This is an optimization exercise on Yosys and OpenROAD, whose aim is small area, not a production implementation. Function was checked by simulation only, so behaviour that the tests miss may differ from the original. Power is estimated from default activity; no workload was simulated.

== run C ==
==> flow/design.v <==
`timescale 1ns/1ns
module beam_tx (
    input  logic                          clk,
    input  logic                          rst,
    input  logic                          psel,
    input  logic                          penable,
    input  logic                          pwrite,
    input  logic [3:0]                    paddr,
    input  logic [31:0]                   pwdata,
    output logic [31:0]                   prdata,
    output logic                          pready,
    output logic                          pslverr,
    output logic [16-1:0]  tx_array,
    output logic                          scan_done
);
    function automatic logic [10:0] radd10(input logic [9:0] a, input logic [9:0] b, input logic ci);
        logic c;
        c = ci;
        for (int i = 0; i < 10; i++) begin
            radd10[i] = a[i] ^ b[i] ^ c;
            c = (a[i] & b[i]) | (c & (a[i] ^ b[i]));
        end
        radd10[10] = c;
    endfunction
    function automatic logic [12:0] rinc13(input logic [12:0] a);
        logic c;
        c = 1'b1;
        for (int i = 0; i < 13; i++) begin
            rinc13[i] = a[i] ^ c;
            c = c & a[i];
        end
    endfunction
    logic        access, wr_en;
    logic [7:0]  r_0;
    logic [7:0]  step;
    logic [12:0] num_points;
    logic        done_flag;
    logic        busy;
    assign access = psel && penable;
    assign wr_en  = access && pwrite;
    always_ff @(posedge clk) begin
        if (rst) begin
            r_0        <= '0;
            step       <= '0;
            num_points <= '0;
        end else if (wr_en) begin
            if (paddr == 4'h0) begin
                r_0  <= pwdata[7:0];
                step <= pwdata[15:8];
            end
            if (paddr == 4'h4) begin
                num_points <= pwdata[12:0];
            end
        end
    end
    assign pready  = 1'b1;
    assign pslverr = access && (paddr[1:0] != 2'b00);
    always_comb begin
        prdata = '0;
        if (access && !pwrite) begin
            case (paddr)
                4'h0:    prdata = {16'b0, step, r_0};
                4'h4: prdata = {19'b0, num_points};
                4'hC: prdata = {30'b0, done_flag, busy};
                default:          prdata = '0;
            endcase
        end
    end
    localparam logic [1:0] ST_IDLE = 2'd0;
    localparam logic [1:0] ST_WAIT = 2'd1;    
    localparam logic [1:0] ST_ARM  = 2'd2;    
    localparam logic [1:0] ST_ACT  = 2'd3;    
    logic [1:0]  state;
    logic [12:0] pts_n;       
    logic [4:0]  p;           
    logic [4:0]  lo;          
    logic [6:0]  acc;         
    logic [6:0]  wn;          
    logic [6:0]  w;
    logic        dir;         
    logic [3:0]  j;           
    logic [9:0]  v;           
    logic        idle;
    logic        wait_st;
    logic        pre;         
    logic        reload;
    logic        capture;
    assign idle      = (state == ST_IDLE);
    assign wait_st   = (state == ST_WAIT);
    assign pre       = wait_st && (p == 5'd4);
    assign capture   = wait_st && (p == 5'd5);
    assign reload    = wait_st && (p[3:0] == 4'hf);
    assign busy      = !idle && !pre;
    assign scan_done = idle && p[4];
    always_ff @(posedge clk) begin
        if (rst || pre) begin
            done_flag <= 1'b0;
        end else if (scan_done) begin
            done_flag <= 1'b1;
        end
    end
    logic [4:0]  q;
    logic [2:0]  r;
    logic        big;
    assign w   = ~wn;
    assign big = (w[6:5] != 2'd0) || (w[4] && (w[3:0] != 4'd0 || dir));
    always_comb begin
        q = 5'd0;
        r = 3'd0;
        if ({dir, w} == 8'd0) begin q = 5'd16; r = 3'd0; end
        if ({dir, w} == 8'd1) begin q = 5'd16; r = 3'd0; end
        if ({dir, w} == 8'd128) begin q = 5'd16; r = 3'd0; end
        if ({dir, w} == 8'd2) begin q = 5'd8; r = 3'd0; end
        if ({dir, w} == 8'd129) begin q = 5'd8; r = 3'd0; end
        if ({dir, w} == 8'd3) begin q = 5'd5; r = 3'd1; end
        if ({dir, w} == 8'd130) begin q = 5'd5; r = 3'd1; end
        if ({dir, w} == 8'd4) begin q = 5'd4; r = 3'd0; end
        if ({dir, w} == 8'd131) begin q = 5'd4; r = 3'd0; end
        if ({dir, w} == 8'd5) begin q = 5'd3; r = 3'd1; end
        if ({dir, w} == 8'd132) begin q = 5'd3; r = 3'd1; end
        if ({dir, w} == 8'd6) begin q = 5'd2; r = 3'd4; end
        if ({dir, w} == 8'd133) begin q = 5'd2; r = 3'd4; end
        if ({dir, w} == 8'd7) begin q = 5'd2; r = 3'd2; end
        if ({dir, w} == 8'd134) begin q = 5'd2; r = 3'd2; end
        if ({dir, w} == 8'd8) begin q = 5'd2; r = 3'd0; end
        if ({dir, w} == 8'd135) begin q = 5'd2; r = 3'd0; end
        if ({dir, w} == 8'd9) begin q = 5'd1; r = 3'd7; end
        if ({dir, w} == 8'd136) begin q = 5'd1; r = 3'd7; end
        if ({dir, w} == 8'd10) begin q = 5'd1; r = 3'd6; end
        if ({dir, w} == 8'd137) begin q = 5'd1; r = 3'd6; end
        if ({dir, w} == 8'd11) begin q = 5'd1; r = 3'd5; end
        if ({dir, w} == 8'd138) begin q = 5'd1; r = 3'd5; end
        if ({dir, w} == 8'd12) begin q = 5'd1; r = 3'd4; end
        if ({dir, w} == 8'd139) begin q = 5'd1; r = 3'd4; end
        if ({dir, w} == 8'd13) begin q = 5'd1; r = 3'd3; end
        if ({dir, w} == 8'd140) begin q = 5'd1; r = 3'd3; end
        if ({dir, w} == 8'd14) begin q = 5'd1; r = 3'd2; end
        if ({dir, w} == 8'd141) begin q = 5'd1; r = 3'd2; end
        if ({dir, w} == 8'd15) begin q = 5'd1; r = 3'd1; end
        if ({dir, w} == 8'd142) begin q = 5'd1; r = 3'd1; end
        if ({dir, w} == 8'd16) begin q = 5'd1; r = 3'd0; end
        if ({dir, w} == 8'd143) begin q = 5'd1; r = 3'd0; end
    end
    logic        lt;
    logic [10:0] t;
    logic [10:0] s;
    logic [6:0]  acc_next;
    logic [10:0] p_sum;
    assign t        = radd10({3'd0, acc}, {5'h1f, ~big, 1'b1, ~r}, 1'b1);
    assign lt       = !t[10];
    assign s        = radd10({3'd0, t[6:0]}, lt ? {3'd0, w} : 10'd0, lt && dir);
    assign acc_next = s[6:0];
    assign p_sum    = radd10({5'd0, p}, {5'd0, q[4:1] & {4{!wait_st}}, q[0] | wait_st}, lt && !wait_st);
    function automatic logic [15:0] therm(input logic [4:0] x);
        for (int k = 0; k < 16; k++) begin
            logic g;
            g = 1'b0;
            for (int b = 0; b < 4; b++) begin
                if (((k >> b) & 1) == 0) g = x[b] | g;
                else                     g = x[b] & g;
            end
            therm[k] = x[4] | g;
        end
    endfunction
    logic [15:0] fire;
    assign fire = therm(p) & ~therm(lo);
    always_comb begin
        for (int i = 0; i < 16; i++) begin
            tx_array[i] = dir ? fire[15-i] : fire[i];
        end
    end
    logic [10:0] v_dec;
    assign v_dec = radd10(v, {3'b111, wn}, !dir);    
    always_ff @(posedge clk) begin
        if (capture) begin
            dir <= step[7];
            wn  <= step[6:0] ^ {7{!step[7]}};
            j   <= (r_0[7:2] == 6'd0) ? {step[7], ~step[7], ~step[7], ~step[7]} : 4'd0;
            case (r_0[1:0])
                2'd0: v <= 10'd0;
                2'd1: v <= 10'd259;
                2'd2: v <= 10'd519;
                default: v <= 10'd779;
            endcase
        end else if (j != 4'd0 && v_dec[10]) begin
            v <= v_dec[9:0];
            j <= {j[3] & (j[2:0] != 3'd0), j[2] ^ (j[1:0] == 2'd0), j[1] ^ ~j[0], ~j[0]};
        end
    end
    always_ff @(posedge clk) begin
        if (rst || idle) begin
            p <= 5'd4;
        end else if (wait_st) begin
            p <= reload ? {1'b0, j} : p_sum[4:0];
        end else if (state == ST_ACT && p[4]) begin
            p <= 5'd27;
        end else begin
            p <= (p_sum[4] | p_sum[5]) ? 5'd16 : p_sum[4:0];
        end
    end
    always_ff @(posedge clk) begin
        acc <= wait_st ? ((j == 4'd0) ? 7'd0 : v[6:0]) : acc_next;
    end
    always_ff @(posedge clk) begin
        lo[4]   <= rst || !state[1] || p[4];
        lo[3:0] <= p[3:0] & {4{state[0]}};    
    end
    always_ff @(posedge clk) begin
        if (pre) begin
            pts_n <= ~num_points;
        end else if (state == ST_ACT && p[4]) begin
            pts_n <= rinc13(pts_n);
        end
    end
    always_ff @(posedge clk) begin
        if (rst) begin
            state <= ST_IDLE;
        end else begin
            case (state)
                ST_IDLE: begin
                    if (wr_en && (paddr == 4'h8) && pwdata[0]) begin
                        state <= ST_WAIT;
                    end
                end
                ST_WAIT: begin
                    if (reload) begin
                        state <= ST_ARM;
                    end
                end
                ST_ARM: begin
                    state <= ST_ACT;
                end
                default: begin
                    if (p[4]) begin
                        state <= (pts_n[12:1] == 12'hfff) ? ST_IDLE : ST_WAIT;
                    end
                end
            endcase
        end
    end
endmodule
Settings: LEC_CHECK=0, CAP_MARGIN=20, CORE_MARGIN=2, CORE_UTILIZATION=40, SLEW_MARGIN=20; clock period 8.0 ns.
standard.sh (not shown) runs the stock make flow with config.mk's settings and CLKGATE_MAP_FILE= SYNTH_SCRIPT=/design/flow/synth_recipe.tcl, a recipe that flattens the netlist after the stock synthesis.
==> flow/flow/run.sh <==
#!/bin/bash
# Own layout flow: the standard flow (standard.sh) with changes that only
# affect buffer and tie cell choice:
#  - port buffers use the smallest buffer cell (buf_1) instead of the
#    default pick (clkdlybuf4s50_1);
#  - clock tree synthesis uses clkbuf_8 buffers and no dummy loads;
#  - SKIP_REPAIR_TIE_FANOUT=1 (1: one tie cell drives all constant outputs).
# make's full output goes to flow_make.log here; ORFS keeps each step's log
# under orfs/logs.
set -euo pipefail
bash standard.sh \
    "BUFFER_PORTS_ARGS=-buffer_cell sky130_fd_sc_hd__buf_1" \
    "CTS_ARGS=-sink_clustering_enable -repair_clock_nets -buf_list sky130_fd_sc_hd__clkbuf_8 -dont_use_dummy_load" \
    "SKIP_REPAIR_TIE_FANOUT=1" \
    finish > flow_make.log 2>&1
Changes in run G relative to run C:
--- a/flow/design.v
+++ b/flow/design.v
@@ -91,7 +91,7 @@
     assign capture   = wait_st && (p == 5'd5);
     assign reload    = wait_st && (p[3:0] == 4'hf);
     assign busy      = !idle && !pre;
-    assign scan_done = idle && p[4];
+    assign scan_done = idle && (p == 5'd27);
     always_ff @(posedge clk) begin
         if (rst || pre) begin
             done_flag <= 1'b0;
@@ -166,7 +166,7 @@
     assign fire = therm(p) & ~therm(lo);
     always_comb begin
         for (int i = 0; i < 16; i++) begin
-            tx_array[i] = dir ? fire[15-i] : fire[i];
+            tx_array[i] = (state == ST_ACT) && (dir ? fire[15-i] : fire[i]);
         end
     end
     logic [10:0] v_dec;
@@ -191,19 +191,15 @@
         if (rst || idle) begin
             p <= 5'd4;
         end else if (wait_st) begin
-            p <= reload ? {1'b0, j} : p_sum[4:0];
+            p   <= reload ? {1'b0, j} : p_sum[4:0];
+            acc <= (j == 4'd0) ? 7'd0 : v[6:0];
         end else if (state == ST_ACT && p[4]) begin
             p <= 5'd27;
         end else begin
-            p <= (p_sum[4] | p_sum[5]) ? 5'd16 : p_sum[4:0];
-        end
-    end
-    always_ff @(posedge clk) begin
-        acc <= wait_st ? ((j == 4'd0) ? 7'd0 : v[6:0]) : acc_next;
-    end
-    always_ff @(posedge clk) begin
-        lo[4]   <= rst || !state[1] || p[4];
-        lo[3:0] <= p[3:0] & {4{state[0]}};    
+            lo  <= (state == ST_ARM) ? 5'd0 : p;
+            p   <= (p_sum[4] | p_sum[5]) ? 5'd16 : p_sum[4:0];
+            acc <= acc_next;
+        end
     end
     always_ff @(posedge clk) begin
         if (pre) begin
Notes after the runs:
In run G, routed via count is higher than in run C.
Run G vs. run C: final weighted congestion in routability-driven placement moved down; synthesized cell count moved up; clock-cell share of area level; area of all placed cells without fillers moved up; met2 wire length moved up.
Run G: final non-filler cell total higher than run C
Changes observed in run G relative to run C: worst setup slack went down, part of the total power dissipated in combinational logic went down.
Compared to run C, run G has global-route wire length before repair 4.0% higher.
Delta(routed wire length, run G - run C) > 0
A capturing instance or port of the critical path of p[0] is what run C shows, while acc[6] belongs to run G.
Compared run G against run C; number of buffers inserted for hold repair after clock tree synthesis within noise.

-- separate check: timing with driven ports --
In the flow no input, the clock included, has a driving cell. The finished layouts below were timed again as built, in two steps. Step 1 assumes that a clkbuf_16 drives the clock port and a buf_2 every other input. Step 2 moves the port delays by t, midway between the first and last clock arrival at a register: inputs arrive t later, outputs are due t later. That takes back most of the time a late clock gives input paths. Three values: no drivers, after step 1, after step 2; two values: the first two.
run | t, ns | slack for setup (ns) | worst hold slack (ns) | worst slew at a driven data input, ns | pins driven straight from the clock port
run C | 0.375 | 1.916 / 1.916 / 1.916 | 0.476 / 0.476 / 0.476 | 0.03 | 1
run G | 0.377 | 1.870 / 1.870 / 1.870 | 0.480 / 0.480 / 0.480 | 0.03 | 1
After both steps setup and hold are still met in every run listed.
